What follows belongs to an exercise in optimizing a design on an open flow for small area and few clock cycles per item; a production flow would make more cautious choices.
At most, simulation tests tie the RTL to the original design; equivalence was not proved.
Function not checked in run 1: the RTL went through the layout flow alone.

## flow/design.v (module list and top-level ports; edited modules follow where they fit)
// module dsp_mac_pipe: 1033 lines
module dsp_mac_pipe (
  input  logic               CLK,
  input  logic               RSTN,
  input  logic               IN_VALID,
  output logic               IN_READY,
  input  logic signed [17:0] A,
  input  logic signed [17:0] B,
  input  logic signed [17:0] D,
  input  logic signed [47:0] C,
  input  logic [3:0]         OPMODE,
  output logic               OUT_VALID,
  input  logic               OUT_READY,
  output logic signed [47:0] P,
  output logic               CARRYOUT,
  output logic               OVERFLOW
);
  // ...
==> flow/flow/run.sh <==
#!/bin/bash
# The standard ORFS layout (the standard.sh), with these changes:
# - the port buffers that global placement inserts on every input and output
#   are sky130_fd_sc_hd__buf_1 instead of the tool's default pick; timing
#   repair still resizes any of them that need more drive;
# - Yosys's synth runs without its early "abc -fast" pass, so the full adders
#   that ORFS extracts keep the polarity the RTL writes them in (the final ABC
#   mapping and everything else are unchanged);
# - clock tree synthesis uses smaller clock buffers, larger sink clusters and
#   no dummy loads.
set -euo pipefail
bash standard.sh "BUFFER_PORTS_ARGS=-buffer_cell sky130_fd_sc_hd__buf_1" "SYNTH_ARGS=-noabc" \
  "CTS_ARGS=-sink_clustering_enable -repair_clock_nets -buf_list {sky130_fd_sc_hd__clkbuf_4 sky130_fd_sc_hd__clkbuf_8} -sink_clustering_size 30 -sink_clustering_max_diameter 100 -dont_use_dummy_load" \
  finish > standard.log 2>&1
==> flow/standard.sh <==
#!/bin/bash
# synth_recipe.tcl (not shown) runs the flow's synth.tcl, then flattens the netlist and writes it again
# the make line also repeats each setting of config.mk as NAME=value (left out here)
make -C /OpenROAD-flow-scripts/flow DESIGN_CONFIG=/design/flow/config.mk WORK_HOME=/design/flow/orfs CLKGATE_MAP_FILE= SYNTH_SCRIPT=/design/flow/synth_recipe.tcl "${@:-finish}"
==> flow/config.mk <==
export PLATFORM = sky130hd
export DESIGN_NAME = dsp_mac_pipe
export DESIGN_NICKNAME = dsp_mac_pipe
export VERILOG_FILES = /design/flow/design.v
export SDC_FILE = /design/flow/constraint.sdc
export NUM_CORES = 4
export LEC_CHECK = 0
export CAP_MARGIN = 20
export CORE_MARGIN = 2
export CORE_UTILIZATION = 40
export SLEW_MARGIN = 20
==> flow/constraint.sdc <==
create_clock -name core_clock -period 7.0 [get_ports {CLK}]
set_input_delay 1.4000 -clock core_clock [delete_from_list [all_inputs] [get_ports {CLK}]]
set_output_delay 1.4000 -clock core_clock [all_outputs]
set_load 0.01 [all_outputs]
==> reports/metrics.yaml, run 1 <==
hold_class: "reg -> reg"
dpl-instance-area_mm2: 0.0168
period_needed_ps: 6650
grt_max_degree: 58
final_cell_mix: "xnor2_1, fa_1, buf_1"
core-area_mm2: 0.0373
multi_input_area_mm2: 0.0103
port_buffers: 161
synth_compound_area_share_pct: 12.0
largestClassByArea: "multi-input combinational cells"
antenna_cells: 0
crit_top_cell: "fa_1"
final-instance-count-excl-fill: 2014
synth_nets: 1700
drive_gt1_share_pct: 11.9
fin_crit_sh_pct: 95.0
cp-start-kind: "flop"
fillers: 3551
finish.net_count: 1917
clockRootBuffer: "clkbuf_8"
cp_num_cells: 23
yosys.area.top_type: "edfxtp_1"
dieArea_mm2: 0.0391
buf_share_pct: 8.93
final.clkbuf_count: 17
yosysMostFrequentCell: "xnor2_1"
wl_per_cell_um: 21.2
clock_sinks: 143
syn_avg_cell_area_um2: 11.3
met3WireLength_um: 2210
gp_congestion: 0.969
final_hold_viol_count: 0
hold_slack_ps: 521
buffers: 279
ys_warn_count: 1
run_status: "timing/DRC/antenna clean"
ioPinCount: 162
==> run 2, diff against run 1 <==
--- a/flow/design.v
+++ b/flow/design.v
@@ -153,27 +153,25 @@
   end
   logic [18:0] pre;
   logic [18:0] a_ext;
   logic [8:0]  one, two, neg;
   assign pre   = pre1_q;
   assign a_ext = {a1_q, 1'b0};
   always_comb begin
     for (int i = 0; i < 9; i++) begin
-      one[i] = a_ext[2*i+1] ^ a_ext[2*i];
-      two[i] = ((a_ext[2*i+2] & ~a_ext[2*i+1] & ~a_ext[2*i]) |
+      one[i] = v1_q & (a_ext[2*i+1] ^ a_ext[2*i]);
+      two[i] = v1_q & ((a_ext[2*i+2] & ~a_ext[2*i+1] & ~a_ext[2*i]) |
                        (~a_ext[2*i+2] & a_ext[2*i+1] & a_ext[2*i]));
       neg[i] = v1_q & (a_ext[2*i+2] ^ op1_q[1]);
     end
   end
-  logic [18:0] pre_v;
   logic [19:0] pre2, pre1;
-  assign pre_v = pre & {19{v1_q}};
-  assign pre1 = {pre_v[18], pre_v};
-  assign pre2 = {pre_v, 1'b0};
+  assign pre1 = {pre[18], pre};
+  assign pre2 = {pre, 1'b0};
   logic [19:0] y0, y1, y2, y3, y4, y5, y6, y7, y8;
   assign y0 = (({20{one[0]}} & pre1) | ({20{two[0]}} & pre2)) ^ {20{neg[0]}};
   assign y1 = (({20{one[1]}} & pre1) | ({20{two[1]}} & pre2)) ^ {20{neg[1]}};
   assign y2 = (({20{one[2]}} & pre1) | ({20{two[2]}} & pre2)) ^ {20{neg[2]}};
   assign y3 = (({20{one[3]}} & pre1) | ({20{two[3]}} & pre2)) ^ {20{neg[3]}};
   assign y4 = (({20{one[4]}} & pre1) | ({20{two[4]}} & pre2)) ^ {20{neg[4]}};
   assign y5 = (({20{one[5]}} & pre1) | ({20{two[5]}} & pre2)) ^ {20{neg[5]}};
   assign y6 = (({20{one[6]}} & pre1) | ({20{two[6]}} & pre2)) ^ {20{neg[6]}};
@@ -185,27 +183,27 @@
   assign base    = use_acc ? r_q : c1_q;
   wire s1, c2;
   assign {c2, s1} = {1'b0, neg[0]} + {1'b0, base[0]} + {1'b0, y0[0]};
   wire s3, c4;
   assign {c4, s3} = {1'b0, base[1]} + {1'b0, y0[1]} + {1'b0, c2};
   wire s5, c6;
   assign {c6, s5} = {1'b0, neg[1]} + {1'b0, base[2]} + {1'b0, y0[2]};
   wire s7, c8;
-  assign {c8, s7} = {1'b0, y1[0]} + {1'b0, s5} + {1'b0, 1'b0};
+  assign {c8, s7} = {1'b0, y1[0]} + {1'b0, s5} + {1'b0, c4};
   wire s9, c10;
   assign {c10, s9} = {1'b0, base[3]} + {1'b0, y0[3]} + {1'b0, y1[1]};
   wire s11, c12;
   assign {c12, s11} = {1'b0, c6} + {1'b0, s9} + {1'b0, 1'b0};
   wire s13, c14;
   assign {c14, s13} = {1'b0, neg[2]} + {1'b0, base[4]} + {1'b0, y0[4]};
   wire s15, c16;
   assign {c16, s15} = {1'b0, y1[2]} + {1'b0, y2[0]} + {1'b0, c10};
   wire s17, c18;
-  assign {c18, s17} = {1'b0, s13} + {1'b0, c12} + {1'b0, 1'b0};
+  assign {c18, s17} = {1'b0, s13} + {1'b0, c12} + {1'b0, s15};
   wire s19, c20;
   assign {c20, s19} = {1'b0, base[5]} + {1'b0, y0[5]} + {1'b0, y1[3]};
   wire s21, c22;
   assign {c22, s21} = {1'b0, y2[1]} + {1'b0, c14} + {1'b0, s19};
   wire s23, c24;
   assign {c24, s23} = {1'b0, c16} + {1'b0, s21} + {1'b0, 1'b0};
   wire s25, c26;
   assign {c26, s25} = {1'b0, neg[3]} + {1'b0, base[6]} + {1'b0, y0[6]};
@@ -581,425 +579,413 @@
   assign {c396, s395} = {1'b0, 1'b1} + {1'b0, base[45]} + {1'b0, 1'b0};
   wire s397, c398;
   assign {c398, s397} = {1'b0, 1'b1} + {1'b0, base[46]} + {1'b0, 1'b0};
   wire s399, c400;
   assign {c400, s399} = {1'b0, 1'b1} + {1'b0, base[47]} + {1'b0, 1'b0};
   wire s401, c402;
   assign {c402, s401} = {1'b0, 1'b1} + {1'b0, base[47]} + {1'b0, 1'b0};
   wire [48:0] sx, sy;
-  assign sx = {c400, c398, c396, c394, c392, c390, c388, c386, c384, c382, c380, c378, s377, c374, s373, c366, s365, c354, c346, c338, s337, c318, c306, c294, c280, c266, s265, c234, c216, c198, c180, c162, c144, c128, c112, c98, c84, c72, c60, c50, c40, s37, c24, c18, s15, c8, c4, s3, s1};
-  assign sy = {s401, s399, s397, s395, s393, s391, s389, s387, s385, s383, s381, s379, c376, s375, c370, s369, c360, s359, s353, s345, c328, s327, s317, s305, s293, s279, c250, s249, s233, s215, s197, s179, s161, s143, s127, s111, s97, s83, s71, s59, s49, s39, s31, s23, s17, s11, s7, 1'b0, 1'b0};
+  assign sx = {c400, c398, c396, c394, c392, c390, c388, c386, c384, c382, c380, c378, s377, c374, s373, c366, s365, c354, c346, c338, s337, c318, c306, c294, c280, c266, s265, c234, c216, c198, c180, c162, c144, c128, c112, c98, c84, c72, c60, c50, c40, s37, c24, c18, s17, s11, s7, s3, s1};
+  assign sy = {s401, s399, s397, s395, s393, s391, s389, s387, s385, s383, s381, s379, c376, s375, c370, s369, c360, s359, s353, s345, c328, s327, s317, s305, s293, s279, c250, s249, s233, s215, s197, s179, s161, s143, s127, s111, s97, s83, s71, s59, s49, s39, s31, s23, 1'b0, c8, 1'b0, 1'b0, 1'b0};
   wire [48:0] cpa_s;
   wire [48:0] cp_g0, cp_p0;
   assign cp_g0 = sx & sy;
   assign cp_p0 = sx ^ sy;
   wire cp_G1, cp_P1;
   assign cp_G1 = cp_g0[1] | (cp_p0[1] & cp_g0[0]);
+  assign cp_P1 = cp_p0[1] & cp_p0[0];
   wire cp_G2, cp_P2;
-  assign cp_G2 = cp_g0[2] | (cp_p0[2] & cp_G1);
+  assign cp_G2 = cp_g0[3] | (cp_p0[3] & cp_g0[2]);
+  assign cp_P2 = cp_p0[3] & cp_p0[2];
   wire cp_G3, cp_P3;
-  assign cp_G3 = cp_g0[3] | (cp_p0[3] & cp_G2);
+  assign cp_G3 = cp_g0[5] | (cp_p0[5] & cp_g0[4]);
+  assign cp_P3 = cp_p0[5] & cp_p0[4];
   wire cp_G4, cp_P4;
-  assign cp_G4 = cp_g0[4] | (cp_p0[4] & cp_G3);
+  assign cp_G4 = cp_g0[7] | (cp_p0[7] & cp_g0[6]);
+  assign cp_P4 = cp_p0[7] & cp_p0[6];
   wire cp_G5, cp_P5;
-  assign cp_G5 = cp_g0[5] | (cp_p0[5] & cp_G4);
+  assign cp_G5 = cp_g0[9] | (cp_p0[9] & cp_g0[8]);
+  assign cp_P5 = cp_p0[9] & cp_p0[8];
   wire cp_G6, cp_P6;
-  assign cp_G6 = cp_g0[6] | (cp_p0[6] & cp_G5);
+  assign cp_G6 = cp_g0[11] | (cp_p0[11] & cp_g0[10]);
+  assign cp_P6 = cp_p0[11] & cp_p0[10];
   wire cp_G7, cp_P7;
-  assign cp_G7 = cp_g0[7] | (cp_p0[7] & cp_G6);
+  assign cp_G7 = cp_g0[13] | (cp_p0[13] & cp_g0[12]);
+  assign cp_P7 = cp_p0[13] & cp_p0[12];
   wire cp_G8, cp_P8;
-  assign cp_G8 = cp_g0[9] | (cp_p0[9] & cp_g0[8]);
-  assign cp_P8 = cp_p0[9] & cp_p0[8];
+  assign cp_G8 = cp_g0[15] | (cp_p0[15] & cp_g0[14]);
+  assign cp_P8 = cp_p0[15] & cp_p0[14];
   wire cp_G9, cp_P9;
-  assign cp_G9 = cp_g0[11] | (cp_p0[11] & cp_g0[10]);
-  assign cp_P9 = cp_p0[11] & cp_p0[10];
+  assign cp_G9 = cp_g0[17] | (cp_p0[17] & cp_g0[16]);
+  assign cp_P9 = cp_p0[17] & cp_p0[16];
   wire cp_G10, cp_P10;
-  assign cp_G10 = cp_g0[13] | (cp_p0[13] & cp_g0[12]);
-  assign cp_P10 = cp_p0[13] & cp_p0[12];
+  assign cp_G10 = cp_g0[19] | (cp_p0[19] & cp_g0[18]);
+  assign cp_P10 = cp_p0[19] & cp_p0[18];
   wire cp_G11, cp_P11;
-  assign cp_G11 = cp_g0[15] | (cp_p0[15] & cp_g0[14]);
-  assign cp_P11 = cp_p0[15] & cp_p0[14];
+  assign cp_G11 = cp_g0[21] | (cp_p0[21] & cp_g0[20]);
+  assign cp_P11 = cp_p0[21] & cp_p0[20];
   wire cp_G12, cp_P12;
-  assign cp_G12 = cp_g0[17] | (cp_p0[17] & cp_g0[16]);
-  assign cp_P12 = cp_p0[17] & cp_p0[16];
+  assign cp_G12 = cp_g0[23] | (cp_p0[23] & cp_g0[22]);
+  assign cp_P12 = cp_p0[23] & cp_p0[22];
   wire cp_G13, cp_P13;
-  assign cp_G13 = cp_g0[19] | (cp_p0[19] & cp_g0[18]);
-  assign cp_P13 = cp_p0[19] & cp_p0[18];
+  assign cp_G13 = cp_g0[25] | (cp_p0[25] & cp_g0[24]);
+  assign cp_P13 = cp_p0[25] & cp_p0[24];
   wire cp_G14, cp_P14;
-  assign cp_G14 = cp_g0[21] | (cp_p0[21] & cp_g0[20]);
-  assign cp_P14 = cp_p0[21] & cp_p0[20];
+  assign cp_G14 = cp_g0[27] | (cp_p0[27] & cp_g0[26]);
+  assign cp_P14 = cp_p0[27] & cp_p0[26];
   wire cp_G15, cp_P15;
-  assign cp_G15 = cp_g0[23] | (cp_p0[23] & cp_g0[22]);
-  assign cp_P15 = cp_p0[23] & cp_p0[22];
+  assign cp_G15 = cp_g0[29] | (cp_p0[29] & cp_g0[28]);
+  assign cp_P15 = cp_p0[29] & cp_p0[28];
   wire cp_G16, cp_P16;
-  assign cp_G16 = cp_g0[25] | (cp_p0[25] & cp_g0[24]);
-  assign cp_P16 = cp_p0[25] & cp_p0[24];
+  assign cp_G16 = cp_g0[31] | (cp_p0[31] & cp_g0[30]);
+  assign cp_P16 = cp_p0[31] & cp_p0[30];
   wire cp_G17, cp_P17;
-  assign cp_G17 = cp_g0[27] | (cp_p0[27] & cp_g0[26]);
-  assign cp_P17 = cp_p0[27] & cp_p0[26];
+  assign cp_G17 = cp_g0[33] | (cp_p0[33] & cp_g0[32]);
+  assign cp_P17 = cp_p0[33] & cp_p0[32];
   wire cp_G18, cp_P18;
-  assign cp_G18 = cp_g0[29] | (cp_p0[29] & cp_g0[28]);
-  assign cp_P18 = cp_p0[29] & cp_p0[28];
+  assign cp_G18 = cp_g0[35] | (cp_p0[35] & cp_g0[34]);
+  assign cp_P18 = cp_p0[35] & cp_p0[34];
   wire cp_G19, cp_P19;
-  assign cp_G19 = cp_g0[31] | (cp_p0[31] & cp_g0[30]);
-  assign cp_P19 = cp_p0[31] & cp_p0[30];
+  assign cp_G19 = cp_g0[37] | (cp_p0[37] & cp_g0[36]);
+  assign cp_P19 = cp_p0[37] & cp_p0[36];
   wire cp_G20, cp_P20;
-  assign cp_G20 = cp_g0[33] | (cp_p0[33] & cp_g0[32]);
-  assign cp_P20 = cp_p0[33] & cp_p0[32];
+  assign cp_G20 = cp_g0[39] | (cp_p0[39] & cp_g0[38]);
+  assign cp_P20 = cp_p0[39] & cp_p0[38];
   wire cp_G21, cp_P21;
-  assign cp_G21 = cp_g0[35] | (cp_p0[35] & cp_g0[34]);
-  assign cp_P21 = cp_p0[35] & cp_p0[34];
+  assign cp_G21 = cp_g0[41] | (cp_p0[41] & cp_g0[40]);
+  assign cp_P21 = cp_p0[41] & cp_p0[40];
   wire cp_G22, cp_P22;
-  assign cp_G22 = cp_g0[37] | (cp_p0[37] & cp_g0[36]);
-  assign cp_P22 = cp_p0[37] & cp_p0[36];
+  assign cp_G22 = cp_g0[43] | (cp_p0[43] & cp_g0[42]);
+  assign cp_P22 = cp_p0[43] & cp_p0[42];
   wire cp_G23, cp_P23;
-  assign cp_G23 = cp_g0[39] | (cp_p0[39] & cp_g0[38]);
-  assign cp_P23 = cp_p0[39] & cp_p0[38];
+  assign cp_G23 = cp_g0[45] | (cp_p0[45] & cp_g0[44]);
+  assign cp_P23 = cp_p0[45] & cp_p0[44];
   wire cp_G24, cp_P24;
-  assign cp_G24 = cp_g0[41] | (cp_p0[41] & cp_g0[40]);
-  assign cp_P24 = cp_p0[41] & cp_p0[40];
+  assign cp_G24 = cp_g0[47] | (cp_p0[47] & cp_g0[46]);
+  assign cp_P24 = cp_p0[47] & cp_p0[46];
   wire cp_G25, cp_P25;
-  assign cp_G25 = cp_g0[43] | (cp_p0[43] & cp_g0[42]);
-  assign cp_P25 = cp_p0[43] & cp_p0[42];
+  assign cp_G25 = cp_g0[2] | (cp_p0[2] & cp_G1);
+  assign cp_P25 = cp_p0[2] & cp_P1;
   wire cp_G26, cp_P26;
-  assign cp_G26 = cp_g0[45] | (cp_p0[45] & cp_g0[44]);
-  assign cp_P26 = cp_p0[45] & cp_p0[44];
+  assign cp_G26 = cp_G2 | (cp_P2 & cp_G1);
+  assign cp_P26 = cp_P2 & cp_P1;
   wire cp_G27, cp_P27;
-  assign cp_G27 = cp_g0[47] | (cp_p0[47] & cp_g0[46]);
-  assign cp_P27 = cp_p0[47] & cp_p0[46];
+  assign cp_G27 = cp_g0[6] | (cp_p0[6] & cp_G3);
+  assign cp_P27 = cp_p0[6] & cp_P3;
   wire cp_G28, cp_P28;
-  assign cp_G28 = cp_g0[10] | (cp_p0[10] & cp_G8);
-  assign cp_P28 = cp_p0[10] & cp_P8;
+  assign cp_G28 = cp_G4 | (cp_P4 & cp_G3);
+  assign cp_P28 = cp_P4 & cp_P3;
   wire cp_G29, cp_P29;
-  assign cp_G29 = cp_G9 | (cp_P9 & cp_G8);
-  assign cp_P29 = cp_P9 & cp_P8;
+  assign cp_G29 = cp_g0[10] | (cp_p0[10] & cp_G5);
+  assign cp_P29 = cp_p0[10] & cp_P5;
   wire cp_G30, cp_P30;
-  assign cp_G30 = cp_g0[14] | (cp_p0[14] & cp_G10);
-  assign cp_P30 = cp_p0[14] & cp_P10;
+  assign cp_G30 = cp_G6 | (cp_P6 & cp_G5);
+  assign cp_P30 = cp_P6 & cp_P5;
   wire cp_G31, cp_P31;
-  assign cp_G31 = cp_G11 | (cp_P11 & cp_G10);
-  assign cp_P31 = cp_P11 & cp_P10;
+  assign cp_G31 = cp_g0[14] | (cp_p0[14] & cp_G7);
+  assign cp_P31 = cp_p0[14] & cp_P7;
   wire cp_G32, cp_P32;
-  assign cp_G32 = cp_g0[18] | (cp_p0[18] & cp_G12);
-  assign cp_P32 = cp_p0[18] & cp_P12;
+  assign cp_G32 = cp_G8 | (cp_P8 & cp_G7);
+  assign cp_P32 = cp_P8 & cp_P7;
   wire cp_G33, cp_P33;
-  assign cp_G33 = cp_G13 | (cp_P13 & cp_G12);
-  assign cp_P33 = cp_P13 & cp_P12;
+  assign cp_G33 = cp_g0[18] | (cp_p0[18] & cp_G9);
+  assign cp_P33 = cp_p0[18] & cp_P9;
   wire cp_G34, cp_P34;
-  assign cp_G34 = cp_g0[22] | (cp_p0[22] & cp_G14);
-  assign cp_P34 = cp_p0[22] & cp_P14;
+  assign cp_G34 = cp_G10 | (cp_P10 & cp_G9);
+  assign cp_P34 = cp_P10 & cp_P9;
   wire cp_G35, cp_P35;
-  assign cp_G35 = cp_G15 | (cp_P15 & cp_G14);
-  assign cp_P35 = cp_P15 & cp_P14;
+  assign cp_G35 = cp_g0[22] | (cp_p0[22] & cp_G11);
+  assign cp_P35 = cp_p0[22] & cp_P11;
   wire cp_G36, cp_P36;
-  assign cp_G36 = cp_g0[26] | (cp_p0[26] & cp_G16);
-  assign cp_P36 = cp_p0[26] & cp_P16;
+  assign cp_G36 = cp_G12 | (cp_P12 & cp_G11);
+  assign cp_P36 = cp_P12 & cp_P11;
   wire cp_G37, cp_P37;
-  assign cp_G37 = cp_G17 | (cp_P17 & cp_G16);
-  assign cp_P37 = cp_P17 & cp_P16;
+  assign cp_G37 = cp_g0[26] | (cp_p0[26] & cp_G13);
+  assign cp_P37 = cp_p0[26] & cp_P13;
   wire cp_G38, cp_P38;
-  assign cp_G38 = cp_g0[30] | (cp_p0[30] & cp_G18);
-  assign cp_P38 = cp_p0[30] & cp_P18;
+  assign cp_G38 = cp_G14 | (cp_P14 & cp_G13);
+  assign cp_P38 = cp_P14 & cp_P13;
   wire cp_G39, cp_P39;
-  assign cp_G39 = cp_G19 | (cp_P19 & cp_G18);
-  assign cp_P39 = cp_P19 & cp_P18;
+  assign cp_G39 = cp_g0[30] | (cp_p0[30] & cp_G15);
+  assign cp_P39 = cp_p0[30] & cp_P15;
   wire cp_G40, cp_P40;
-  assign cp_G40 = cp_g0[34] | (cp_p0[34] & cp_G20);
-  assign cp_P40 = cp_p0[34] & cp_P20;
+  assign cp_G40 = cp_G16 | (cp_P16 & cp_G15);
+  assign cp_P40 = cp_P16 & cp_P15;
   wire cp_G41, cp_P41;
-  assign cp_G41 = cp_G21 | (cp_P21 & cp_G20);
-  assign cp_P41 = cp_P21 & cp_P20;
+  assign cp_G41 = cp_g0[34] | (cp_p0[34] & cp_G17);
+  assign cp_P41 = cp_p0[34] & cp_P17;
   wire cp_G42, cp_P42;
-  assign cp_G42 = cp_g0[38] | (cp_p0[38] & cp_G22);
-  assign cp_P42 = cp_p0[38] & cp_P22;
+  assign cp_G42 = cp_G18 | (cp_P18 & cp_G17);
+  assign cp_P42 = cp_P18 & cp_P17;
   wire cp_G43, cp_P43;
-  assign cp_G43 = cp_G23 | (cp_P23 & cp_G22);
-  assign cp_P43 = cp_P23 & cp_P22;
+  assign cp_G43 = cp_g0[38] | (cp_p0[38] & cp_G19);
+  assign cp_P43 = cp_p0[38] & cp_P19;
   wire cp_G44, cp_P44;
-  assign cp_G44 = cp_g0[42] | (cp_p0[42] & cp_G24);
-  assign cp_P44 = cp_p0[42] & cp_P24;
+  assign cp_G44 = cp_G20 | (cp_P20 & cp_G19);
+  assign cp_P44 = cp_P20 & cp_P19;
   wire cp_G45, cp_P45;
-  assign cp_G45 = cp_G25 | (cp_P25 & cp_G24);
-  assign cp_P45 = cp_P25 & cp_P24;
+  assign cp_G45 = cp_g0[42] | (cp_p0[42] & cp_G21);
+  assign cp_P45 = cp_p0[42] & cp_P21;
   wire cp_G46, cp_P46;
-  assign cp_G46 = cp_g0[46] | (cp_p0[46] & cp_G26);
-  assign cp_P46 = cp_p0[46] & cp_P26;
+  assign cp_G46 = cp_G22 | (cp_P22 & cp_G21);
+  assign cp_P46 = cp_P22 & cp_P21;
   wire cp_G47, cp_P47;
-  assign cp_G47 = cp_G27 | (cp_P27 & cp_G26);
-  assign cp_P47 = cp_P27 & cp_P26;
+  assign cp_G47 = cp_g0[46] | (cp_p0[46] & cp_G23);
+  assign cp_P47 = cp_p0[46] & cp_P23;
   wire cp_G48, cp_P48;
-  assign cp_G48 = cp_g0[12] | (cp_p0[12] & cp_G29);
-  assign cp_P48 = cp_p0[12] & cp_P29;
+  assign cp_G48 = cp_G24 | (cp_P24 & cp_G23);
+  assign cp_P48 = cp_P24 & cp_P23;
   wire cp_G49, cp_P49;
-  assign cp_G49 = cp_G10 | (cp_P10 & cp_G29);
-  assign cp_P49 = cp_P10 & cp_P29;
+  assign cp_G49 = cp_g0[4] | (cp_p0[4] & cp_G26);
+  assign cp_P49 = cp_p0[4] & cp_P26;
   wire cp_G50, cp_P50;
-  assign cp_G50 = cp_G30 | (cp_P30 & cp_G29);
-  assign cp_P50 = cp_P30 & cp_P29;
+  assign cp_G50 = cp_G3 | (cp_P3 & cp_G26);
+  assign cp_P50 = cp_P3 & cp_P26;
   wire cp_G51, cp_P51;
-  assign cp_G51 = cp_G31 | (cp_P31 & cp_G29);
-  assign cp_P51 = cp_P31 & cp_P29;
+  assign cp_G51 = cp_G27 | (cp_P27 & cp_G26);
+  assign cp_P51 = cp_P27 & cp_P26;
   wire cp_G52, cp_P52;
-  assign cp_G52 = cp_g0[20] | (cp_p0[20] & cp_G33);
-  assign cp_P52 = cp_p0[20] & cp_P33;
+  assign cp_G52 = cp_G28 | (cp_P28 & cp_G26);
+  assign cp_P52 = cp_P28 & cp_P26;
   wire cp_G53, cp_P53;
-  assign cp_G53 = cp_G14 | (cp_P14 & cp_G33);
-  assign cp_P53 = cp_P14 & cp_P33;
+  assign cp_G53 = cp_g0[12] | (cp_p0[12] & cp_G30);
+  assign cp_P53 = cp_p0[12] & cp_P30;
   wire cp_G54, cp_P54;
-  assign cp_G54 = cp_G34 | (cp_P34 & cp_G33);
-  assign cp_P54 = cp_P34 & cp_P33;
+  assign cp_G54 = cp_G7 | (cp_P7 & cp_G30);
+  assign cp_P54 = cp_P7 & cp_P30;
   wire cp_G55, cp_P55;
-  assign cp_G55 = cp_G35 | (cp_P35 & cp_G33);
-  assign cp_P55 = cp_P35 & cp_P33;
+  assign cp_G55 = cp_G31 | (cp_P31 & cp_G30);
+  assign cp_P55 = cp_P31 & cp_P30;
   wire cp_G56, cp_P56;
-  assign cp_G56 = cp_g0[28] | (cp_p0[28] & cp_G37);
-  assign cp_P56 = cp_p0[28] & cp_P37;
+  assign cp_G56 = cp_G32 | (cp_P32 & cp_G30);
+  assign cp_P56 = cp_P32 & cp_P30;
   wire cp_G57, cp_P57;
-  assign cp_G57 = cp_G18 | (cp_P18 & cp_G37);
-  assign cp_P57 = cp_P18 & cp_P37;
+  assign cp_G57 = cp_g0[20] | (cp_p0[20] & cp_G34);
+  assign cp_P57 = cp_p0[20] & cp_P34;
   wire cp_G58, cp_P58;
-  assign cp_G58 = cp_G38 | (cp_P38 & cp_G37);
-  assign cp_P58 = cp_P38 & cp_P37;
+  assign cp_G58 = cp_G11 | (cp_P11 & cp_G34);
+  assign cp_P58 = cp_P11 & cp_P34;
   wire cp_G59, cp_P59;
-  assign cp_G59 = cp_G39 | (cp_P39 & cp_G37);
-  assign cp_P59 = cp_P39 & cp_P37;
+  assign cp_G59 = cp_G35 | (cp_P35 & cp_G34);
+  assign cp_P59 = cp_P35 & cp_P34;
   wire cp_G60, cp_P60;
-  assign cp_G60 = cp_g0[36] | (cp_p0[36] & cp_G41);
-  assign cp_P60 = cp_p0[36] & cp_P41;
+  assign cp_G60 = cp_G36 | (cp_P36 & cp_G34);
+  assign cp_P60 = cp_P36 & cp_P34;
   wire cp_G61, cp_P61;
-  assign cp_G61 = cp_G22 | (cp_P22 & cp_G41);
-  assign cp_P61 = cp_P22 & cp_P41;
+  assign cp_G61 = cp_g0[28] | (cp_p0[28] & cp_G38);
+  assign cp_P61 = cp_p0[28] & cp_P38;
   wire cp_G62, cp_P62;
-  assign cp_G62 = cp_G42 | (cp_P42 & cp_G41);
-  assign cp_P62 = cp_P42 & cp_P41;
+  assign cp_G62 = cp_G15 | (cp_P15 & cp_G38);
+  assign cp_P62 = cp_P15 & cp_P38;
   wire cp_G63, cp_P63;
-  assign cp_G63 = cp_G43 | (cp_P43 & cp_G41);
-  assign cp_P63 = cp_P43 & cp_P41;
+  assign cp_G63 = cp_G39 | (cp_P39 & cp_G38);
+  assign cp_P63 = cp_P39 & cp_P38;
   wire cp_G64, cp_P64;
-  assign cp_G64 = cp_g0[44] | (cp_p0[44] & cp_G45);
-  assign cp_P64 = cp_p0[44] & cp_P45;
+  assign cp_G64 = cp_G40 | (cp_P40 & cp_G38);
+  assign cp_P64 = cp_P40 & cp_P38;
   wire cp_G65, cp_P65;
-  assign cp_G65 = cp_G26 | (cp_P26 & cp_G45);
-  assign cp_P65 = cp_P26 & cp_P45;
+  assign cp_G65 = cp_g0[36] | (cp_p0[36] & cp_G42);
+  assign cp_P65 = cp_p0[36] & cp_P42;
   wire cp_G66, cp_P66;
-  assign cp_G66 = cp_G46 | (cp_P46 & cp_G45);
-  assign cp_P66 = cp_P46 & cp_P45;
+  assign cp_G66 = cp_G19 | (cp_P19 & cp_G42);
+  assign cp_P66 = cp_P19 & cp_P42;
   wire cp_G67, cp_P67;
-  assign cp_G67 = cp_G47 | (cp_P47 & cp_G45);
-  assign cp_P67 = cp_P47 & cp_P45;
+  assign cp_G67 = cp_G43 | (cp_P43 & cp_G42);
+  assign cp_P67 = cp_P43 & cp_P42;
   wire cp_G68, cp_P68;
-  assign cp_G68 = cp_g0[16] | (cp_p0[16] & cp_G51);
-  assign cp_P68 = cp_p0[16] & cp_P51;
+  assign cp_G68 = cp_G44 | (cp_P44 & cp_G42);
+  assign cp_P68 = cp_P44 & cp_P42;
   wire cp_G69, cp_P69;
-  assign cp_G69 = cp_G12 | (cp_P12 & cp_G51);
-  assign cp_P69 = cp_P12 & cp_P51;
+  assign cp_G69 = cp_g0[44] | (cp_p0[44] & cp_G46);
+  assign cp_P69 = cp_p0[44] & cp_P46;
   wire cp_G70, cp_P70;
-  assign cp_G70 = cp_G32 | (cp_P32 & cp_G51);
-  assign cp_P70 = cp_P32 & cp_P51;
+  assign cp_G70 = cp_G23 | (cp_P23 & cp_G46);
+  assign cp_P70 = cp_P23 & cp_P46;
   wire cp_G71, cp_P71;
-  assign cp_G71 = cp_G33 | (cp_P33 & cp_G51);
-  assign cp_P71 = cp_P33 & cp_P51;
+  assign cp_G71 = cp_G47 | (cp_P47 & cp_G46);
+  assign cp_P71 = cp_P47 & cp_P46;
   wire cp_G72, cp_P72;
-  assign cp_G72 = cp_G52 | (cp_P52 & cp_G51);
-  assign cp_P72 = cp_P52 & cp_P51;
+  assign cp_G72 = cp_G48 | (cp_P48 & cp_G46);
+  assign cp_P72 = cp_P48 & cp_P46;
   wire cp_G73, cp_P73;
-  assign cp_G73 = cp_G53 | (cp_P53 & cp_G51);
-  assign cp_P73 = cp_P53 & cp_P51;
+  assign cp_G73 = cp_g0[8] | (cp_p0[8] & cp_G52);
+  assign cp_P73 = cp_p0[8] & cp_P52;
   wire cp_G74, cp_P74;
-  assign cp_G74 = cp_G54 | (cp_P54 & cp_G51);
-  assign cp_P74 = cp_P54 & cp_P51;
+  assign cp_G74 = cp_G5 | (cp_P5 & cp_G52);
+  assign cp_P74 = cp_P5 & cp_P52;
   wire cp_G75, cp_P75;
-  assign cp_G75 = cp_G55 | (cp_P55 & cp_G51);
-  assign cp_P75 = cp_P55 & cp_P51;
+  assign cp_G75 = cp_G29 | (cp_P29 & cp_G52);
+  assign cp_P75 = cp_P29 & cp_P52;
   wire cp_G76, cp_P76;
-  assign cp_G76 = cp_g0[32] | (cp_p0[32] & cp_G59);
-  assign cp_P76 = cp_p0[32] & cp_P59;
+  assign cp_G76 = cp_G30 | (cp_P30 & cp_G52);
+  assign cp_P76 = cp_P30 & cp_P52;
   wire cp_G77, cp_P77;
-  assign cp_G77 = cp_G20 | (cp_P20 & cp_G59);
-  assign cp_P77 = cp_P20 & cp_P59;
+  assign cp_G77 = cp_G53 | (cp_P53 & cp_G52);
+  assign cp_P77 = cp_P53 & cp_P52;
   wire cp_G78, cp_P78;
-  assign cp_G78 = cp_G40 | (cp_P40 & cp_G59);
-  assign cp_P78 = cp_P40 & cp_P59;
+  assign cp_G78 = cp_G54 | (cp_P54 & cp_G52);
+  assign cp_P78 = cp_P54 & cp_P52;
   wire cp_G79, cp_P79;
-  assign cp_G79 = cp_G41 | (cp_P41 & cp_G59);
-  assign cp_P79 = cp_P41 & cp_P59;
+  assign cp_G79 = cp_G55 | (cp_P55 & cp_G52);
+  assign cp_P79 = cp_P55 & cp_P52;
   wire cp_G80, cp_P80;
-  assign cp_G80 = cp_G60 | (cp_P60 & cp_G59);
-  assign cp_P80 = cp_P60 & cp_P59;
+  assign cp_G80 = cp_G56 | (cp_P56 & cp_G52);
+  assign cp_P80 = cp_P56 & cp_P52;
   wire cp_G81, cp_P81;
-  assign cp_G81 = cp_G61 | (cp_P61 & cp_G59);
-  assign cp_P81 = cp_P61 & cp_P59;
+  assign cp_G81 = cp_g0[24] | (cp_p0[24] & cp_G60);
+  assign cp_P81 = cp_p0[24] & cp_P60;
   wire cp_G82, cp_P82;
-  assign cp_G82 = cp_G62 | (cp_P62 & cp_G59);
-  assign cp_P82 = cp_P62 & cp_P59;
+  assign cp_G82 = cp_G13 | (cp_P13 & cp_G60);
+  assign cp_P82 = cp_P13 & cp_P60;
   wire cp_G83, cp_P83;
-  assign cp_G83 = cp_G63 | (cp_P63 & cp_G59);
-  assign cp_P83 = cp_P63 & cp_P59;
+  assign cp_G83 = cp_G37 | (cp_P37 & cp_G60);
+  assign cp_P83 = cp_P37 & cp_P60;
   wire cp_G84, cp_P84;
-  assign cp_G84 = cp_g0[48] | (cp_p0[48] & cp_G67);
-  assign cp_P84 = cp_p0[48] & cp_P67;
+  assign cp_G84 = cp_G38 | (cp_P38 & cp_G60);
+  assign cp_P84 = cp_P38 & cp_P60;
   wire cp_G85, cp_P85;
-  assign cp_G85 = cp_g0[24] | (cp_p0[24] & cp_G75);
-  assign cp_P85 = cp_p0[24] & cp_P75;
+  assign cp_G85 = cp_G61 | (cp_P61 & cp_G60);
+  assign cp_P85 = cp_P61 & cp_P60;
   wire cp_G86, cp_P86;
-  assign cp_G86 = cp_G16 | (cp_P16 & cp_G75);
-  assign cp_P86 = cp_P16 & cp_P75;
+  assign cp_G86 = cp_G62 | (cp_P62 & cp_G60);
+  assign cp_P86 = cp_P62 & cp_P60;
   wire cp_G87, cp_P87;
-  assign cp_G87 = cp_G36 | (cp_P36 & cp_G75);
-  assign cp_P87 = cp_P36 & cp_P75;
+  assign cp_G87 = cp_G63 | (cp_P63 & cp_G60);
+  assign cp_P87 = cp_P63 & cp_P60;
   wire cp_G88, cp_P88;
-  assign cp_G88 = cp_G37 | (cp_P37 & cp_G75);
-  assign cp_P88 = cp_P37 & cp_P75;
+  assign cp_G88 = cp_G64 | (cp_P64 & cp_G60);
+  assign cp_P88 = cp_P64 & cp_P60;
   wire cp_G89, cp_P89;
-  assign cp_G89 = cp_G56 | (cp_P56 & cp_G75);
-  assign cp_P89 = cp_P56 & cp_P75;
+  assign cp_G89 = cp_g0[40] | (cp_p0[40] & cp_G68);
+  assign cp_P89 = cp_p0[40] & cp_P68;
   wire cp_G90, cp_P90;
-  assign cp_G90 = cp_G57 | (cp_P57 & cp_G75);
-  assign cp_P90 = cp_P57 & cp_P75;
+  assign cp_G90 = cp_G21 | (cp_P21 & cp_G68);
+  assign cp_P90 = cp_P21 & cp_P68;
   wire cp_G91, cp_P91;
-  assign cp_G91 = cp_G58 | (cp_P58 & cp_G75);
-  assign cp_P91 = cp_P58 & cp_P75;
+  assign cp_G91 = cp_G45 | (cp_P45 & cp_G68);
+  assign cp_P91 = cp_P45 & cp_P68;
   wire cp_G92, cp_P92;
-  assign cp_G92 = cp_G59 | (cp_P59 & cp_G75);
-  assign cp_P92 = cp_P59 & cp_P75;
+  assign cp_G92 = cp_G46 | (cp_P46 & cp_G68);
+  assign cp_P92 = cp_P46 & cp_P68;
   wire cp_G93, cp_P93;
-  assign cp_G93 = cp_G76 | (cp_P76 & cp_G75);
-  assign cp_P93 = cp_P76 & cp_P75;
+  assign cp_G93 = cp_G69 | (cp_P69 & cp_G68);
+  assign cp_P93 = cp_P69 & cp_P68;
   wire cp_G94, cp_P94;
-  assign cp_G94 = cp_G77 | (cp_P77 & cp_G75);
-  assign cp_P94 = cp_P77 & cp_P75;
+  assign cp_G94 = cp_G70 | (cp_P70 & cp_G68);
+  assign cp_P94 = cp_P70 & cp_P68;
   wire cp_G95, cp_P95;
-  assign cp_G95 = cp_G78 | (cp_P78 & cp_G75);
-  assign cp_P95 = cp_P78 & cp_P75;
+  assign cp_G95 = cp_G71 | (cp_P71 & cp_G68);
+  assign cp_P95 = cp_P71 & cp_P68;
   wire cp_G96, cp_P96;
-  assign cp_G96 = cp_G79 | (cp_P79 & cp_G75);
-  assign cp_P96 = cp_P79 & cp_P75;
+  assign cp_G96 = cp_G72 | (cp_P72 & cp_G68);
+  assign cp_P96 = cp_P72 & cp_P68;
   wire cp_G97, cp_P97;
-  assign cp_G97 = cp_G80 | (cp_P80 & cp_G75);
-  assign cp_P97 = cp_P80 & cp_P75;
+  assign cp_G97 = cp_g0[16] | (cp_p0[16] & cp_G80);
+  assign cp_P97 = cp_p0[16] & cp_P80;
   wire cp_G98, cp_P98;
-  assign cp_G98 = cp_G81 | (cp_P81 & cp_G75);
-  assign cp_P98 = cp_P81 & cp_P75;
+  assign cp_G98 = cp_G9 | (cp_P9 & cp_G80);
+  assign cp_P98 = cp_P9 & cp_P80;
   wire cp_G99, cp_P99;
-  assign cp_G99 = cp_G82 | (cp_P82 & cp_G75);
-  assign cp_P99 = cp_P82 & cp_P75;
+  assign cp_G99 = cp_G33 | (cp_P33 & cp_G80);
+  assign cp_P99 = cp_P33 & cp_P80;
   wire cp_G100, cp_P100;
-  assign cp_G100 = cp_G83 | (cp_P83 & cp_G75);
-  assign cp_P100 = cp_P83 & cp_P75;
+  assign cp_G100 = cp_G34 | (cp_P34 & cp_G80);
+  assign cp_P100 = cp_P34 & cp_P80;
   wire cp_G101, cp_P101;
-  assign cp_G101 = cp_g0[40] | (cp_p0[40] & cp_G100);
-  assign cp_P101 = cp_p0[40] & cp_P100;
+  assign cp_G101 = cp_G57 | (cp_P57 & cp_G80);
+  assign cp_P101 = cp_P57 & cp_P80;
   wire cp_G102, cp_P102;
-  assign cp_G102 = cp_G24 | (cp_P24 & cp_G100);
-  assign cp_P102 = cp_P24 & cp_P100;
+  assign cp_G102 = cp_G58 | (cp_P58 & cp_G80);
+  assign cp_P102 = cp_P58 & cp_P80;
   wire cp_G103, cp_P103;
-  assign cp_G103 = cp_G44 | (cp_P44 & cp_G100);
-  assign cp_P103 = cp_P44 & cp_P100;
+  assign cp_G103 = cp_G59 | (cp_P59 & cp_G80);
+  assign cp_P103 = cp_P59 & cp_P80;
   wire cp_G104, cp_P104;
-  assign cp_G104 = cp_G45 | (cp_P45 & cp_G100);
-  assign cp_P104 = cp_P45 & cp_P100;
+  assign cp_G104 = cp_G60 | (cp_P60 & cp_G80);
+  assign cp_P104 = cp_P60 & cp_P80;
   wire cp_G105, cp_P105;
-  assign cp_G105 = cp_G64 | (cp_P64 & cp_G100);
-  assign cp_P105 = cp_P64 & cp_P100;
+  assign cp_G105 = cp_G81 | (cp_P81 & cp_G80);
+  assign cp_P105 = cp_P81 & cp_P80;
   wire cp_G106, cp_P106;
-  assign cp_G106 = cp_G65 | (cp_P65 & cp_G100);
-  assign cp_P106 = cp_P65 & cp_P100;
+  assign cp_G106 = cp_G82 | (cp_P82 & cp_G80);
+  assign cp_P106 = cp_P82 & cp_P80;
   wire cp_G107, cp_P107;
-  assign cp_G107 = cp_G66 | (cp_P66 & cp_G100);
-  assign cp_P107 = cp_P66 & cp_P100;
+  assign cp_G107 = cp_G83 | (cp_P83 & cp_G80);
+  assign cp_P107 = cp_P83 & cp_P80;
   wire cp_G108, cp_P108;
-  assign cp_G108 = cp_G67 | (cp_P67 & cp_G100);
-  assign cp_P108 = cp_P67 & cp_P100;
+  assign cp_G108 = cp_G84 | (cp_P84 & cp_G80);
+  assign cp_P108 = cp_P84 & cp_P80;
   wire cp_G109, cp_P109;
-  assign cp_G109 = cp_G84 | (cp_P84 & cp_G100);
-  assign cp_P109 = cp_P84 & cp_P100;
+  assign cp_G109 = cp_G85 | (cp_P85 & cp_G80);
+  assign cp_P109 = cp_P85 & cp_P80;
   wire cp_G110, cp_P110;
-  assign cp_G110 = cp_g0[8] | (cp_p0[8] & cp_G7);
+  assign cp_G110 = cp_G86 | (cp_P86 & cp_G80);
+  assign cp_P110 = cp_P86 & cp_P80;
   wire cp_G111, cp_P111;
-  assign cp_G111 = cp_G8 | (cp_P8 & cp_G7);
+  assign cp_G111 = cp_G87 | (cp_P87 & cp_G80);
+  assign cp_P111 = cp_P87 & cp_P80;
   wire cp_G112, cp_P112;
-  assign cp_G112 = cp_G28 | (cp_P28 & cp_G7);
+  assign cp_G112 = cp_G88 | (cp_P88 & cp_G80);
+  assign cp_P112 = cp_P88 & cp_P80;
   wire cp_G113, cp_P113;
-  assign cp_G113 = cp_G29 | (cp_P29 & cp_G7);
+  assign cp_G113 = cp_g0[48] | (cp_p0[48] & cp_G96);
+  assign cp_P113 = cp_p0[48] & cp_P96;
   wire cp_G114, cp_P114;
-  assign cp_G114 = cp_G48 | (cp_P48 & cp_G7);
+  assign cp_G114 = cp_g0[32] | (cp_p0[32] & cp_G112);
+  assign cp_P114 = cp_p0[32] & cp_P112;
   wire cp_G115, cp_P115;
-  assign cp_G115 = cp_G49 | (cp_P49 & cp_G7);
+  assign cp_G115 = cp_G17 | (cp_P17 & cp_G112);
+  assign cp_P115 = cp_P17 & cp_P112;
   wire cp_G116, cp_P116;
-  assign cp_G116 = cp_G50 | (cp_P50 & cp_G7);
+  assign cp_G116 = cp_G41 | (cp_P41 & cp_G112);
+  assign cp_P116 = cp_P41 & cp_P112;
   wire cp_G117, cp_P117;
-  assign cp_G117 = cp_G51 | (cp_P51 & cp_G7);
+  assign cp_G117 = cp_G42 | (cp_P42 & cp_G112);
+  assign cp_P117 = cp_P42 & cp_P112;
   wire cp_G118, cp_P118;
-  assign cp_G118 = cp_G68 | (cp_P68 & cp_G7);
+  assign cp_G118 = cp_G65 | (cp_P65 & cp_G112);
+  assign cp_P118 = cp_P65 & cp_P112;
   wire cp_G119, cp_P119;
-  assign cp_G119 = cp_G69 | (cp_P69 & cp_G7);
+  assign cp_G119 = cp_G66 | (cp_P66 & cp_G112);
+  assign cp_P119 = cp_P66 & cp_P112;
   wire cp_G120, cp_P120;
-  assign cp_G120 = cp_G70 | (cp_P70 & cp_G7);
+  assign cp_G120 = cp_G67 | (cp_P67 & cp_G112);
+  assign cp_P120 = cp_P67 & cp_P112;
   wire cp_G121, cp_P121;
-  assign cp_G121 = cp_G71 | (cp_P71 & cp_G7);
+  assign cp_G121 = cp_G68 | (cp_P68 & cp_G112);
+  assign cp_P121 = cp_P68 & cp_P112;
   wire cp_G122, cp_P122;
-  assign cp_G122 = cp_G72 | (cp_P72 & cp_G7);
+  assign cp_G122 = cp_G89 | (cp_P89 & cp_G112);
+  assign cp_P122 = cp_P89 & cp_P112;
   wire cp_G123, cp_P123;
-  assign cp_G123 = cp_G73 | (cp_P73 & cp_G7);
+  assign cp_G123 = cp_G90 | (cp_P90 & cp_G112);
+  assign cp_P123 = cp_P90 & cp_P112;
   wire cp_G124, cp_P124;
-  assign cp_G124 = cp_G74 | (cp_P74 & cp_G7);
+  assign cp_G124 = cp_G91 | (cp_P91 & cp_G112);
+  assign cp_P124 = cp_P91 & cp_P112;
   wire cp_G125, cp_P125;
-  assign cp_G125 = cp_G75 | (cp_P75 & cp_G7);
+  assign cp_G125 = cp_G92 | (cp_P92 & cp_G112);
+  assign cp_P125 = cp_P92 & cp_P112;
   wire cp_G126, cp_P126;
-  assign cp_G126 = cp_G85 | (cp_P85 & cp_G7);
+  assign cp_G126 = cp_G93 | (cp_P93 & cp_G112);
+  assign cp_P126 = cp_P93 & cp_P112;
   wire cp_G127, cp_P127;
-  assign cp_G127 = cp_G86 | (cp_P86 & cp_G7);
+  assign cp_G127 = cp_G94 | (cp_P94 & cp_G112);
+  assign cp_P127 = cp_P94 & cp_P112;
   wire cp_G128, cp_P128;
-  assign cp_G128 = cp_G87 | (cp_P87 & cp_G7);
+  assign cp_G128 = cp_G95 | (cp_P95 & cp_G112);
+  assign cp_P128 = cp_P95 & cp_P112;
   wire cp_G129, cp_P129;
-  assign cp_G129 = cp_G88 | (cp_P88 & cp_G7);
+  assign cp_G129 = cp_G96 | (cp_P96 & cp_G112);
+  assign cp_P129 = cp_P96 & cp_P112;
   wire cp_G130, cp_P130;
-  assign cp_G130 = cp_G89 | (cp_P89 & cp_G7);
-  wire cp_G131, cp_P131;
-  assign cp_G131 = cp_G90 | (cp_P90 & cp_G7);
-  wire cp_G132, cp_P132;
-  assign cp_G132 = cp_G91 | (cp_P91 & cp_G7);
-  wire cp_G133, cp_P133;
-  assign cp_G133 = cp_G92 | (cp_P92 & cp_G7);
-  wire cp_G134, cp_P134;
-  assign cp_G134 = cp_G93 | (cp_P93 & cp_G7);
-  wire cp_G135, cp_P135;
-  assign cp_G135 = cp_G94 | (cp_P94 & cp_G7);
-  wire cp_G136, cp_P136;
-  assign cp_G136 = cp_G95 | (cp_P95 & cp_G7);
-  wire cp_G137, cp_P137;
-  assign cp_G137 = cp_G96 | (cp_P96 & cp_G7);
-  wire cp_G138, cp_P138;
-  assign cp_G138 = cp_G97 | (cp_P97 & cp_G7);
-  wire cp_G139, cp_P139;
-  assign cp_G139 = cp_G98 | (cp_P98 & cp_G7);
-  wire cp_G140, cp_P140;
-  assign cp_G140 = cp_G99 | (cp_P99 & cp_G7);
-  wire cp_G141, cp_P141;
-  assign cp_G141 = cp_G100 | (cp_P100 & cp_G7);
-  wire cp_G142, cp_P142;
-  assign cp_G142 = cp_G101 | (cp_P101 & cp_G7);
-  wire cp_G143, cp_P143;
-  assign cp_G143 = cp_G102 | (cp_P102 & cp_G7);
-  wire cp_G144, cp_P144;
-  assign cp_G144 = cp_G103 | (cp_P103 & cp_G7);
-  wire cp_G145, cp_P145;
-  assign cp_G145 = cp_G104 | (cp_P104 & cp_G7);
-  wire cp_G146, cp_P146;
-  assign cp_G146 = cp_G105 | (cp_P105 & cp_G7);
-  wire cp_G147, cp_P147;
-  assign cp_G147 = cp_G106 | (cp_P106 & cp_G7);
-  wire cp_G148, cp_P148;
-  assign cp_G148 = cp_G107 | (cp_P107 & cp_G7);
-  wire cp_G149, cp_P149;
-  assign cp_G149 = cp_G108 | (cp_P108 & cp_G7);
-  wire cp_G150, cp_P150;
-  assign cp_G150 = cp_G109 | (cp_P109 & cp_G7);
-  assign cpa_s = {cp_p0[48] ^ cp_G149, cp_p0[47] ^ cp_G148, cp_p0[46] ^ cp_G147, cp_p0[45] ^ cp_G146, cp_p0[44] ^ cp_G145, cp_p0[43] ^ cp_G144, cp_p0[42] ^ cp_G143, cp_p0[41] ^ cp_G142, cp_p0[40] ^ cp_G141, cp_p0[39] ^ cp_G140, cp_p0[38] ^ cp_G139, cp_p0[37] ^ cp_G138, cp_p0[36] ^ cp_G137, cp_p0[35] ^ cp_G136, cp_p0[34] ^ cp_G135, cp_p0[33] ^ cp_G134, cp_p0[32] ^ cp_G133, cp_p0[31] ^ cp_G132, cp_p0[30] ^ cp_G131, cp_p0[29] ^ cp_G130, cp_p0[28] ^ cp_G129, cp_p0[27] ^ cp_G128, cp_p0[26] ^ cp_G127, cp_p0[25] ^ cp_G126, cp_p0[24] ^ cp_G125, cp_p0[23] ^ cp_G124, cp_p0[22] ^ cp_G123, cp_p0[21] ^ cp_G122, cp_p0[20] ^ cp_G121, cp_p0[19] ^ cp_G120, cp_p0[18] ^ cp_G119, cp_p0[17] ^ cp_G118, cp_p0[16] ^ cp_G117, cp_p0[15] ^ cp_G116, cp_p0[14] ^ cp_G115, cp_p0[13] ^ cp_G114, cp_p0[12] ^ cp_G113, cp_p0[11] ^ cp_G112, cp_p0[10] ^ cp_G111, cp_p0[9] ^ cp_G110, cp_p0[8] ^ cp_G7, cp_p0[7] ^ cp_G6, cp_p0[6] ^ cp_G5, cp_p0[5] ^ cp_G4, cp_p0[4] ^ cp_G3, cp_p0[3] ^ cp_G2, cp_p0[2] ^ cp_G1, cp_p0[1] ^ cp_g0[0], cp_p0[0]};
+  assign cp_G130 = cp_G113 | (cp_P113 & cp_G112);
+  assign cp_P130 = cp_P113 & cp_P112;
+  assign cpa_s = {cp_p0[48] ^ cp_G129, cp_p0[47] ^ cp_G128, cp_p0[46] ^ cp_G127, cp_p0[45] ^ cp_G126, cp_p0[44] ^ cp_G125, cp_p0[43] ^ cp_G124, cp_p0[42] ^ cp_G123, cp_p0[41] ^ cp_G122, cp_p0[40] ^ cp_G121, cp_p0[39] ^ cp_G120, cp_p0[38] ^ cp_G119, cp_p0[37] ^ cp_G118, cp_p0[36] ^ cp_G117, cp_p0[35] ^ cp_G116, cp_p0[34] ^ cp_G115, cp_p0[33] ^ cp_G114, cp_p0[32] ^ cp_G112, cp_p0[31] ^ cp_G111, cp_p0[30] ^ cp_G110, cp_p0[29] ^ cp_G109, cp_p0[28] ^ cp_G108, cp_p0[27] ^ cp_G107, cp_p0[26] ^ cp_G106, cp_p0[25] ^ cp_G105, cp_p0[24] ^ cp_G104, cp_p0[23] ^ cp_G103, cp_p0[22] ^ cp_G102, cp_p0[21] ^ cp_G101, cp_p0[20] ^ cp_G100, cp_p0[19] ^ cp_G99, cp_p0[18] ^ cp_G98, cp_p0[17] ^ cp_G97, cp_p0[16] ^ cp_G80, cp_p0[15] ^ cp_G79, cp_p0[14] ^ cp_G78, cp_p0[13] ^ cp_G77, cp_p0[12] ^ cp_G76, cp_p0[11] ^ cp_G75, cp_p0[10] ^ cp_G74, cp_p0[9] ^ cp_G73, cp_p0[8] ^ cp_G52, cp_p0[7] ^ cp_G51, cp_p0[6] ^ cp_G50, cp_p0[5] ^ cp_G49, cp_p0[4] ^ cp_G26, cp_p0[3] ^ cp_G25, cp_p0[2] ^ cp_G1, cp_p0[1] ^ cp_g0[0], cp_p0[0]};
   logic [48:0] u;
   assign u = cpa_s;
   logic s_m;
   assign s_m = (a1_q[17] ^ pre[18]) & (|a1_q) & (|pre);
   logic [47:0] res;
   logic        ovf, co, last, emit;
   assign res  = u[47:0];
   assign ovf  = u[48] ^ u[47];
==> flow/flow/run.sh (replaced) <==
#!/bin/bash
# The standard ORFS layout (the standard.sh), with these changes:
# - the port buffers that global placement inserts on every input and output
#   are sky130_fd_sc_hd__buf_1 instead of the tool's default pick; timing
#   repair still resizes any of them that need more drive;
# - Yosys's synth runs without its early "abc -fast" pass, so the full adders
#   that ORFS extracts keep the polarity the RTL writes them in (the final ABC
#   mapping and everything else are unchanged);
# - clock tree synthesis uses smaller clock buffers, larger sink clusters and
#   no dummy loads;
# - the platform's don't-use list, plus the buffers above 2x drive, so that
#   repair buffers with small cells.
set -euo pipefail
DU="sky130_fd_sc_hd__probe_p_8 sky130_fd_sc_hd__probec_p_8 sky130_fd_sc_hd__lpflow_bleeder_1 sky130_fd_sc_hd__lpflow_clkbufkapwr_1 sky130_fd_sc_hd__lpflow_clkbufkapwr_16 sky130_fd_sc_hd__lpflow_clkbufkapwr_2 sky130_fd_sc_hd__lpflow_clkbufkapwr_4 sky130_fd_sc_hd__lpflow_clkbufkapwr_8 sky130_fd_sc_hd__lpflow_clkinvkapwr_1 sky130_fd_sc_hd__lpflow_clkinvkapwr_16 sky130_fd_sc_hd__lpflow_clkinvkapwr_2 sky130_fd_sc_hd__lpflow_clkinvkapwr_4 sky130_fd_sc_hd__lpflow_clkinvkapwr_8 sky130_fd_sc_hd__lpflow_decapkapwr_12 sky130_fd_sc_hd__lpflow_decapkapwr_3 sky130_fd_sc_hd__lpflow_decapkapwr_4 sky130_fd_sc_hd__lpflow_decapkapwr_6 sky130_fd_sc_hd__lpflow_decapkapwr_8 sky130_fd_sc_hd__lpflow_inputiso0n_1 sky130_fd_sc_hd__lpflow_inputiso0p_1 sky130_fd_sc_hd__lpflow_inputiso1n_1 sky130_fd_sc_hd__lpflow_inputiso1p_1 sky130_fd_sc_hd__lpflow_inputisolatch_1 sky130_fd_sc_hd__lpflow_isobufsrc_1 sky130_fd_sc_hd__lpflow_isobufsrc_16 sky130_fd_sc_hd__lpflow_isobufsrc_2 sky130_fd_sc_hd__lpflow_isobufsrc_4 sky130_fd_sc_hd__lpflow_isobufsrc_8 sky130_fd_sc_hd__lpflow_isobufsrckapwr_16 sky130_fd_sc_hd__lpflow_lsbuf_lh_hl_isowell_tap_1 sky130_fd_sc_hd__lpflow_lsbuf_lh_hl_isowell_tap_2 sky130_fd_sc_hd__lpflow_lsbuf_lh_hl_isowell_tap_4 sky130_fd_sc_hd__lpflow_lsbuf_lh_isowell_4 sky130_fd_sc_hd__lpflow_lsbuf_lh_isowell_tap_1 sky130_fd_sc_hd__lpflow_lsbuf_lh_isowell_tap_2 sky130_fd_sc_hd__lpflow_lsbuf_lh_isowell_tap_4 sky130_fd_sc_hd__buf_4 sky130_fd_sc_hd__buf_6 sky130_fd_sc_hd__buf_8 sky130_fd_sc_hd__buf_12 sky130_fd_sc_hd__buf_16"
bash standard.sh "BUFFER_PORTS_ARGS=-buffer_cell sky130_fd_sc_hd__buf_1" "SYNTH_ARGS=-noabc" \
  "CTS_ARGS=-sink_clustering_enable -repair_clock_nets -buf_list {sky130_fd_sc_hd__clkbuf_4 sky130_fd_sc_hd__clkbuf_8} -sink_clustering_size 30 -sink_clustering_max_diameter 100 -dont_use_dummy_load" \
  "DONT_USE_CELLS=$DU" finish > standard.log 2>&1
==> run 2 against run 1 <==
Effect of this change:
- fmax decreased by 1.7%
- worst hold slack improved by 6.0 ps
- via count increased by 2.1%
- routed wire length decreased by 2.7%
- clock skew increased by 0.53 ps
- cell count increased by 4.3%
- clock-buffer cell count unchanged
- worst setup slack got worse by 120 ps
- critical endpoint unchanged
- largest cell class unchanged
==> reports/metrics.yaml, run 2 <==
setup_viol: 0  # unchanged
drtIter0Drc: 612  # was 783
dp.cells: 2077  # was 1996
first_pass_iters: 6  # was 5
vias: 11100  # was 10900
drc_errors: 0  # unchanged
slew_headroom_pct: 33.2  # was 50.6%
gp_congestion: 0.902  # was 0.969
yosysMostFrequentCell: "xnor2_1"  # unchanged
dp_slack_ps: -185  # was 191 ps
syn_avg_cell_area_um2: 11.1  # was 11.3 um^2
cts_buffers: 17  # unchanged
r2r-start: "a1_q[13]"  # was v1_q
rsz0062_at_grt: "yes"
period_needed_ps: 6760  # was 6650 ps
reg2reg_slack_ps: 240  # was 350 ps
run_status: "timing/DRC/antenna clean"  # unchanged
syn_inst: 1385  # was 1325
fin_crit_sh_pct: 96.6  # was 95.0%
htreeDepth: 4  # unchanged
synth.distinct_cells: 50  # was 52
postCtsHoldBufs: 0  # unchanged
arrival_ps: 7070  # was 6910 ps
yosys.area.top_type_share_pct: 26.7  # was 27.4%
antenna_cells: 0  # unchanged
synth_enable_flop_cells: 137  # unchanged
clockBufferDepth: 2  # unchanged
hpwl_um: 33000  # was 35100 um
hold_start: "cnt_q[3]"  # unchanged
maxCapViolations: 0  # unchanged
synth.area.top_cells: "edfxtp_1, fa_1, xnor2_1"  # unchanged
cts_tree: "yes"  # unchanged
clockRootBuffer: "clkbuf_8"  # unchanged
end_kind: "flop"  # unchanged
clk_latency_ps: 540  # was 510 ps
drt-total-wl_um: 41500  # was 42600 um
core-area_mm2: 0.0378  # was 0.0373 mm^2
tightest_slew_ps: 1000  # was 741 ps
synthToLayoutAreaGrowth_pct: 16.3  # was 13.9%
reg_top3: "c1_q: 48 flops, r_q: 48 flops, pre1_q: 19 flops"  # unchanged
die_h_um: 200  # was 198 um
hold_class: "reg -> reg"  # unchanged
crit_type: "reg -> reg"  # unchanged
grt_max_degree: 63  # was 58
start_util_pct: 40.8  # was 40.3%
ys_warn_count: 1  # unchanged
clock_sinks: 143  # unchanged
crit_required_ps: 7300  # was 7270 ps
slew_viol_final: 0  # unchanged
grt_pass1_vias: 11700  # was 11400
wl_per_cell_um: 19.7  # was 21.2 um
num_rows: 71  # unchanged
cp-start-kind: "flop"  # unchanged
ys_seq_area_share_pct: 27.6  # was 28.4%
antenna_found_initial: 1  # was 0
max_clock_freq_mhz: 148  # was 150 MHz
yosys.area.top_type: "edfxtp_1"  # unchanged
holdPathStages: 1  # unchanged
antenna_left: 0  # unchanged
drive_gt1_share_pct: 8.62  # was 11.9%
final_hold_viol_count: 0  # unchanged
cts.clk_slew.worst_paths_ps: 90  # about the same
path_max_fanout: 19  # was 39
port_buffers: 161  # unchanged
syn_area_mm2: 0.0154  # was 0.0150 mm^2
fin_util_pct: 47.4  # was 45.9%
viasPerCell: 5.29  # was 5.41
yosys_most_used_dff: "edfxtp_1"  # unchanged
final_cell_mix: "xnor2_1, fa_1, buf_1"  # unchanged
hold_end: "cnt_q[3]"  # unchanged
final-instance-count-excl-fill: 2101  # was 2014
dieWidth_um: 200  # was 198 um
synth_nets: 1761  # was 1700
final_common_cell: "xnor2_1"  # unchanged
grt.overflow.total: 0  # unchanged
synth_common_cells: "xnor2_1, fa_1, a22oi_1"  # was xnor2_1, fa_1, edfxtp_1
hold_slack_ps: 527  # was 521 ps
ioPinCount: 162  # unchanged
r2r_end: "co_q"  # unchanged
worstRegToRegCells: 20  # was 23
fin_ws_ps: 235  # was 353 ps
dieArea_mm2: 0.0402  # was 0.0391 mm^2
grt_pass1_wl_um: 66000  # was 66200 um
grtUsageTotal_pct: 21.4  # was 22.9%
fin_skew_ps: 36.1  # was 35.5 ps
ys_ff_latch: 143  # unchanged
finish.net_count: 1968  # was 1917
synthArstFlopShare_pct: 4.20  # unchanged
-- run 2: cell count changes in the layout (fill, tap and decap cells not counted), moves of 14 or more --
cell / before / now
xor2_1: 39 / 59
dlygate4sd1_1: 0 / 82
o22ai_1: 74 / 1
buf_4: 115 / 0
clkdlybuf4s18_2: 0 / 19
o21ai_0: 11 / 25
bufbuf_8: 0 / 15
a22oi_1: 91 / 145
-- run 2: how the worst max path moves through the flow --
stage / slack, ps / end / startpoint
after floorplan: 60 / r_q[47] / a1_q[3]
after global placement: -110 / r_q[33] / a1_q[8]
after detailed placement: -180 / r_q[38] / a1_q[8]
after CTS: 90 / r_q[38] / a1_q[8]
after global routing: -30 / r_q[38] / a1_q[3]
final: 240 / co_q / a1_q[13]
-- run 2: logic make-up after synthesis --
group / synth area share, %
AOI/OAI and AO/OA: 12.2
xor gates and xnor gates: 15.2
adders and majority gates: 29.8
buffers and inverters: 3.84
DFF: 27.6
muxes: 3.92
and+or+nand+nor: 7.44
-- run 2: final cells by class --
| cell class | count | area, um^2 |
|---|---|---|
| fill | 3607 | 19900 |
| multi-input combinational | 1084 | 10700 |
| sequential | 143 | 4270 |
| timing repair buffer | 292 | 1920 |
| tap | 511 | 639 |
| clock buffer | 17 | 234 |
| inverter | 54 | 203 |
-- run 2: stage by stage --
stage | setup TNS (ps) | instance area (um^2)
after floorplan | 0 | 15400
after global placement | -397 | 17600
after detailed placement | -1090 | 17600
after CTS | 0 | 17800
after global routing | -31.5 | 17900
final | 0 | 17900
-- run 2: what timing repair did --
action,in CTS,in global routing
gates resized for setup,1,42
hold endpoints to repair,0,0
pin swaps,0,7
buffers inserted,0,7
endpoints found under the setup margin,9,24
-- run 2: per-layer routing --
metal / part of all wire (%) / global-route usage (%) / vias to the layer above
met1: 45 / 28.8 / 5490
met4: 2.1 / 7.62 / 0
met5: 0 / 0 / -
met3: 6.3 / 4.38 / 37
met2: 46 / 34.4 / 347
li1: - / - / 5243
-- run 2: worst max-delay path: stages, from the launching register on --
cell and delay [ps]:
edfxtp_1 420, dlygate4sd1_1 310, xor2_1 170, and2_1 180, clkdlybuf4s18_2 410, nand2_1 180, mux2i_1 510, fa_1 510
fa_1 520, fa_1 420, ha_1 290, ha_1 310, nand4_1 150, or2_2 330, or3_4 380, a2111oi_4 540
o21ai_4 160, a211oi_4 330, nor3_1 90, nor3_1 220, xnor2_1 90
Testbench counts of run 2, summed over its fixed seeds: cycles 32,062, items 32,046.

==> port drivers added, routing unchanged <==
How much do the figures lean on ideal ports? The routed layouts below were timed once more, with nothing changed but the port constraints. Step 1 assumes that a clkbuf_16 drives the clock port and a buf_2 every other input. Step 2, shift: input delay + t, output delay - t, t = (earliest + latest rising clock arrival at the registers) / 2. This alone moves slack from input paths to output paths. a / b / c = ideal ports / drivers / drivers and shift; a / b = the first two.
run	t (ns)	slack for setup (ns)	worst slew at a driven data input, ns
run 1	0.545	0.353 / 0.353 / 0.353	0.06
run 2	0.572	0.235 / 0.235 / 0.235	0.05
After both steps every run listed still meets setup and hold.
